Background: an optimization exercise with open tools, aiming at small area, a short achievable clock period and few clock cycles per item. Do not read the settings as production practice. RTL that was checked went through simulation tests only; none was proved equivalent to the original. Power figures rest on the tool's default switching activity, not on a simulated workload.

==> flow/design.v (excerpt) <==
module data_mem_top (
    input  logic        clk,
    input  logic        rst_n,
    input  logic [23:0] addr_in,
    input  logic        req,
    input  logic        we,
    input  logic [7:0]  wdata,
    output logic [7:0]  rdata,
    output logic        busy,
    output logic        done,
    output logic        err
);
Size in the first run: ~4600 cells after synthesis, about 47 I/O pins, about 77000 um2 of cells after synthesis.
==> module data_mem_ctrl, before the edit <==
module data_mem_ctrl #(
    parameter int unsigned NPEND = 11
) (
    input  logic        clk,
    input  logic        rst_n,
    input  logic [23:0] bus_addr_in,
    input  logic        bus_req,
    input  logic        bus_we,
    input  logic [7:0]  bus_wdata,
    output logic [7:0]  bus_rdata,
    output logic        bus_busy,
    output logic        bus_done,
    output logic        bus_err
);
    logic       busy_q;
    logic       done_q;
    logic       err_q;
    logic [7:0] rdata_q;
    logic       oor_c;
    logic       acc_c;
    logic       wr_c;
    logic [7:0] addr_c;
    assign oor_c  = |bus_addr_in[23:8];
    assign acc_c  = rst_n && bus_req && !busy_q;
    assign wr_c   = acc_c && bus_we && !oor_c;
    assign addr_c = bus_addr_in[7:0];
    logic [NPEND-1:0] pv;
    logic [7:0]       pa [NPEND];
    logic [7:0]       pd [NPEND];
    logic [1:0]       bv;
    logic [7:0]       ba [2];
    logic [7:0]       bd [2];
    logic [1:0]       ph;
    logic [NPEND-1:0] hit;       
    logic [NPEND-1:0] nxt;       
    logic [NPEND-1:0] sel0;      
    logic [NPEND-1:0] sel1;      
    logic [NPEND-1:0] mv;
    logic [NPEND-1:0] ins;       
    logic [NPEND-1:0] upd;       
    logic [NPEND-1:0] pv_d;
    logic [1:0]       bhit;      
    logic [1:0] nxt_k;
    always_ff @(posedge clk) begin
        nxt_k <= 2'd0 - ph;
    end
    for (genvar i = 0; i < NPEND; i++) begin : g_cmp
        assign hit[i] = pv[i] && (pa[i] == addr_c);
        assign nxt[i] = pv[i] && (pa[i][1:0] == nxt_k);
    end
    for (genvar b = 0; b < 2; b++) begin : g_bcmp
        assign bhit[b] = bv[b] && (ba[b] == addr_c);
    end
    logic [NPEND-1:0] sel0_q;
    logic [NPEND-1:0] sel1_q;
    always_comb begin
        logic f0, f1;
        sel0 = '0;
        sel1 = '0;
        f0   = 1'b0;
        f1   = 1'b0;
        for (int i = 0; i < NPEND; i++) begin
            if (nxt[i] && !pa[i][2] && !f0) begin
                sel0[i] = 1'b1;
                f0      = 1'b1;
            end
            if (nxt[i] && pa[i][2] && !f1) begin
                sel1[i] = 1'b1;
                f1      = 1'b1;
            end
        end
    end
    always_ff @(posedge clk) begin
        sel0_q <= sel0;
        sel1_q <= sel1;
    end
    assign mv  = sel0_q | sel1_q;
    assign upd = hit & {NPEND{wr_c}};
    always_comb begin
        logic fi;
        ins = '0;
        fi  = 1'b0;
        for (int i = 0; i < NPEND; i++) begin
            if (!pv[i] && !fi) begin
                ins[i] = wr_c && !(|upd);
                fi     = 1'b1;
            end
        end
    end
    assign pv_d = ins | (pv & ~mv) | upd;
    always_ff @(posedge clk) begin
        pv <= pv_d;
        for (int i = 0; i < NPEND; i++) begin
            if (ins[i]) pa[i] <= addr_c;
            if (ins[i] || upd[i]) pd[i] <= bus_wdata;
        end
    end
    always_ff @(posedge clk) begin
        logic [7:0] a0, a1, d0, d1;
        a0 = '0;
        a1 = '0;
        d0 = '0;
        d1 = '0;
        for (int i = 0; i < NPEND; i++) begin
            a0 = a0 | ({8{sel0_q[i]}} & pa[i]);
            a1 = a1 | ({8{sel1_q[i]}} & pa[i]);
            d0 = d0 | ({8{sel0_q[i]}} & pd[i]);
            d1 = d1 | ({8{sel1_q[i]}} & pd[i]);
        end
        bv    <= {|sel1_q, |sel0_q};
        ba[0] <= a0;
        ba[1] <= a1;
        bd[0] <= d0;
        bd[1] <= d1;
    end
    logic [7:0] fwd;
    always_comb begin
        fwd = '0;
        if (|hit) begin
            for (int i = 0; i < NPEND; i++) begin
                fwd = fwd | ({8{hit[i]}} & pd[i]);
            end
        end else begin
            fwd = ({8{bhit[0]}} & bd[0]) | ({8{bhit[1]}} & bd[1]);
        end
    end
    logic        s1_v;
    logic        s1_err;
    logic [1:0]  s1_quart;
    logic [31:0] s1_cand;
    logic        s1_hit;
    logic [7:0]  s1_fwd;
    logic [31:0] rquart;
    always_ff @(posedge clk) begin
        if (!rst_n) begin
            s1_v   <= 1'b0;
            done_q <= 1'b0;
        end else begin
            s1_v   <= acc_c;
            done_q <= s1_v;
        end
        busy_q   <= !rst_n || (&(pv | ins));
        s1_err   <= oor_c;
        s1_quart <= addr_c[7:6];
        s1_cand  <= rquart;
        s1_hit   <= (|hit) || (|bhit);
        s1_fwd   <= fwd;
        err_q    <= s1_err;
        rdata_q  <= s1_hit ? s1_fwd : s1_cand[8*s1_quart +: 8];
    end
    dmem_array u_array (
        .clk      (clk),
        .ph       (ph),
        .bus_v    (bv),
        .bus_ring ({ba[1][7:3], ba[0][7:3]}),
        .bus_data ({bd[1], bd[0]}),
        .raddr    (addr_c[5:0]),
        .rquart   (rquart)
    );
    assign bus_rdata = rdata_q;
    assign bus_busy  = busy_q;
    assign bus_done  = done_q;
    assign bus_err   = err_q;
endmodule
Settings: LEC_CHECK=0, CAP_MARGIN=20, CORE_MARGIN=2, CORE_UTILIZATION=60, CTS_BUF_LIST=sky130_fd_sc_hd__clkbuf_8 sky130_fd_sc_hd__clkbuf_16, CTS_CLUSTER_DIAMETER=120, CTS_CLUSTER_SIZE=24, SETUP_SLACK_MARGIN=2.2, SLEW_MARGIN=20; clock period 4.5 ns.
run.sh (not shown) runs the stock make flow with config.mk's settings and CLKGATE_MAP_FILE= SYNTH_SCRIPT=/design/flow/synth_recipe.tcl, a recipe that flattens the netlist after the stock synthesis.
==> next run, changes <==
--- a/flow/design.v
+++ b/flow/design.v
@@ -124,23 +124,25 @@
     always_comb begin
         logic fi;
         ins = '0;
         fi  = 1'b0;
         for (int i = 0; i < NPEND; i++) begin
             if (!pv[i] && !fi) begin
-                ins[i] = wr_c && !(|upd);
+                ins[i] = wr_c;
                 fi     = 1'b1;
             end
         end
     end
-    assign pv_d = ins | (pv & ~mv) | upd;
+    assign pv_d = ins | (pv & ~mv & ~upd);
     always_ff @(posedge clk) begin
         pv <= pv_d;
         for (int i = 0; i < NPEND; i++) begin
-            if (ins[i]) pa[i] <= addr_c;
-            if (ins[i] || upd[i]) pd[i] <= bus_wdata;
+            if (ins[i]) begin
+                pa[i] <= addr_c;
+                pd[i] <= bus_wdata;
+            end
         end
     end
     always_ff @(posedge clk) begin
         logic [7:0] a0, a1, d0, d1;
         a0 = '0;
         a1 = '0;
Result: Worst setup slack gets better by 0.20 ns; utilization drops by 0.96 points; die area stays flat; clock-buffer cell count goes down by 1; design area decreases by 2.2%; sequential share of layout area goes up by 1.2 points; total power is lower by 0.42%; worst hold slack hardly moves; wire length stays flat; final cell count decreases by 1.6%; combinational power falls by about 8%; non-clock buffer count drops by 83; via count falls by 2.2%; maximum frequency went up by 8.2%.
Testbench counts after the change, summed over its fixed seeds: cycles 4,816, items 4,800.
Only the layout flow was run in the first run of this note; the RTL was not checked for function there.

* * *

Another version of the RTL of data_mem_top (not shown whole).
Size: about 4500 cells after synthesis, ~47 I/O pins, about 0.075 mm² of cells after synthesis.
Design data_mem_top, start of the top module:
module data_mem_top (
    input  logic        clk,
    input  logic        rst_n,
    input  logic [23:0] addr_in,
    input  logic        req,
    input  logic        we,
    input  logic [7:0]  wdata,
    output logic [7:0]  rdata,
    output logic        busy,
    output logic        done,
    output logic        err
);
    data_mem_ctrl u_ctrl (
        .clk         (clk),
        .rst_n       (rst_n),
        .bus_addr_in (addr_in),
        .bus_req     (req),
        .bus_we      (we),
        .bus_wdata   (wdata),
        .bus_rdata   (rdata),
        .bus_busy    (busy),
        .bus_done    (done),
        .bus_err     (err)
    );
endmodule
==> module data_mem_ctrl, before the edit <==
module data_mem_ctrl #(
    parameter int unsigned NPEND = 10
) (
    input  logic        clk,
    input  logic        rst_n,
    input  logic [23:0] bus_addr_in,
    input  logic        bus_req,
    input  logic        bus_we,
    input  logic [7:0]  bus_wdata,
    output logic [7:0]  bus_rdata,
    output logic        bus_busy,
    output logic        bus_done,
    output logic        bus_err
);
    logic       busy_q;
    logic       done_q;
    logic       err_q;
    logic [7:0] rdata_q;
    logic       oor_c;
    logic       acc_c;
    logic       wr_c;
    logic [7:0] addr_c;
    assign oor_c  = |bus_addr_in[23:8];
    assign acc_c  = rst_n && bus_req && !busy_q;
    assign wr_c   = acc_c && bus_we && !oor_c;
    assign addr_c = bus_addr_in[7:0];
    logic [NPEND-1:0] pv;
    logic [7:0]       pa [NPEND];
    logic [7:0]       pd [NPEND];
    logic [1:0]       bv;
    logic [7:0]       ba [2];
    logic [7:0]       bd [2];
    logic [1:0]       ph;
    logic [NPEND-1:0] hit;       
    logic [NPEND-1:0] nxt;       
    logic [NPEND-1:0] sel0;      
    logic [NPEND-1:0] sel1;      
    logic [NPEND-1:0] mv;
    logic [NPEND-1:0] ins;       
    logic [NPEND-1:0] upd;       
    logic [NPEND-1:0] pv_d;
    logic [1:0]       bhit;      
    logic [1:0] nxt_k;
    always_ff @(posedge clk) begin
        nxt_k <= 2'd1 - ph;
    end
    for (genvar i = 0; i < NPEND; i++) begin : g_cmp
        assign hit[i] = pv[i] && (pa[i] == addr_c);
        assign nxt[i] = pv[i] && (pa[i][1:0] == nxt_k);
    end
    for (genvar b = 0; b < 2; b++) begin : g_bcmp
        assign bhit[b] = bv[b] && (ba[b] == addr_c);
    end
    always_comb begin
        logic f0, f1;
        sel0 = '0;
        sel1 = '0;
        f0   = 1'b0;
        f1   = 1'b0;
        for (int i = 0; i < NPEND; i++) begin
            if (nxt[i] && !pa[i][2] && !f0) begin
                sel0[i] = 1'b1;
                f0      = 1'b1;
            end
            if (nxt[i] && pa[i][2] && !f1) begin
                sel1[i] = 1'b1;
                f1      = 1'b1;
            end
        end
    end
    assign mv  = sel0 | sel1;
    assign upd = hit & {NPEND{wr_c}};
    always_comb begin
        logic fi;
        ins = '0;
        fi  = 1'b0;
        for (int i = 0; i < NPEND; i++) begin
            if (!pv[i] && !fi) begin
                ins[i] = wr_c && !(|upd);
                fi     = 1'b1;
            end
        end
    end
    assign pv_d = ins | (pv & ~mv) | upd;
    always_ff @(posedge clk) begin
        pv <= pv_d;
        for (int i = 0; i < NPEND; i++) begin
            if (ins[i]) pa[i] <= addr_c;
            if (ins[i] || upd[i]) pd[i] <= bus_wdata;
        end
    end
    always_ff @(posedge clk) begin
        logic [7:0] a0, a1, d0, d1;
        a0 = '0;
        a1 = '0;
        d0 = '0;
        d1 = '0;
        for (int i = 0; i < NPEND; i++) begin
            a0 = a0 | ({8{sel0[i]}} & pa[i]);
            a1 = a1 | ({8{sel1[i]}} & pa[i]);
            d0 = d0 | ({8{sel0[i]}} & pd[i]);
            d1 = d1 | ({8{sel1[i]}} & pd[i]);
        end
        bv    <= {|sel1, |sel0};
        ba[0] <= a0;
        ba[1] <= a1;
        bd[0] <= d0;
        bd[1] <= d1;
    end
    logic [7:0] fwd;
    always_comb begin
        fwd = '0;
        if (|hit) begin
            for (int i = 0; i < NPEND; i++) begin
                fwd = fwd | ({8{hit[i]}} & pd[i]);
            end
        end else begin
            fwd = ({8{bhit[0]}} & bd[0]) | ({8{bhit[1]}} & bd[1]);
        end
    end
    logic        s1_v;
    logic        s1_err;
    logic [1:0]  s1_quart;
    logic [31:0] s1_cand;
    logic        s1_hit;
    logic [7:0]  s1_fwd;
    logic [31:0] rquart;
    always_ff @(posedge clk) begin
        if (!rst_n) begin
            s1_v   <= 1'b0;
            done_q <= 1'b0;
        end else begin
            s1_v   <= acc_c;
            done_q <= s1_v;
        end
        busy_q   <= !rst_n || (&pv_d);
        s1_err   <= oor_c;
        s1_quart <= addr_c[7:6];
        s1_cand  <= rquart;
        s1_hit   <= (|hit) || (|bhit);
        s1_fwd   <= fwd;
        err_q    <= s1_err;
        rdata_q  <= s1_hit ? s1_fwd : s1_cand[8*s1_quart +: 8];
    end
    dmem_array u_array (
        .clk      (clk),
        .ph       (ph),
        .bus_v    (bv),
        .bus_ring ({ba[1][7:3], ba[0][7:3]}),
        .bus_data ({bd[1], bd[0]}),
        .raddr    (addr_c[5:0]),
        .rquart   (rquart)
    );
    assign bus_rdata = rdata_q;
    assign bus_busy  = busy_q;
    assign bus_done  = done_q;
    assign bus_err   = err_q;
endmodule
make LEC_CHECK=0 CAP_MARGIN=20 CORE_MARGIN=2 CORE_UTILIZATION=60 CTS_BUF_LIST='sky130_fd_sc_hd__clkbuf_8 sky130_fd_sc_hd__clkbuf_16' CTS_CLUSTER_DIAMETER=120 CTS_CLUSTER_SIZE=24 SETUP_SLACK_MARGIN=2.2 SLEW_MARGIN=20 finish   # period 4.5 ns
The first run ran to the end with no violations.
Next try:
--- a/flow/design.v
+++ b/flow/design.v
@@ -177,9 +177,9 @@
         end else begin
             s1_v   <= acc_c;
             done_q <= s1_v;
         end
-        busy_q   <= !rst_n || (&pv_d);
+        busy_q   <= !rst_n || (&(pv | ins));
         s1_err   <= oor_c;
         s1_quart <= addr_c[7:6];
         s1_cand  <= rquart;
         s1_hit   <= (|hit) || (|bhit);
What happened: The new run passed the timing, design-rule and antenna checks; cell count is higher slightly; wire length came out higher by a few percent; sequential share of layout area goes down by 0.32 points; cell area rose slightly; sequential cell count stays the same; fmax rose by a few percent; die area stays flat.
No functional check of the RTL was part of any run of this note.

## separate check: timing with driven ports
The results above use ideal ports. As a check the final layouts listed here were re-extracted and re-timed, cells and wires unchanged. Step 1: set_driving_cell puts a clkbuf_16 on clk and a buf_2 on each other input, an assumption about the parent block. Step 2, shift: input delay + t, output delay - t, t = (earliest + latest rising clock arrival at the registers) / 2. This alone moves slack from input paths to output paths. a / b / c = ideal / step 1 / step 2; a / b = the first two.
run | t (ns) | setup slack, ns | worst hold slack (ns) | worst data-port slew with drivers (ns)
the first run of note 1 | 0.822 | 1.866 / 1.778 / 0.956 | 0.337 / 0.337 / 0.337 | 0.17
the second run of note 1 | 0.835 | 2.066 / 1.900 / 1.065 | 0.335 / 0.321 / 0.335 | 0.29
the first run of note 2 | 0.821 | 1.770 / 1.738 / 0.917 | 0.339 / 0.339 / 0.339 | 0.38
the second run of note 2 | 0.826 | 1.828 / 1.807 / 0.982 | 0.330 / 0.330 / 0.330 | 0.17
After both steps every run listed still meets setup and hold. For the second run of note 1, which loses most, drivers alone change the setup slack by -0.166 ns; drivers and shift together by -1.001 ns.
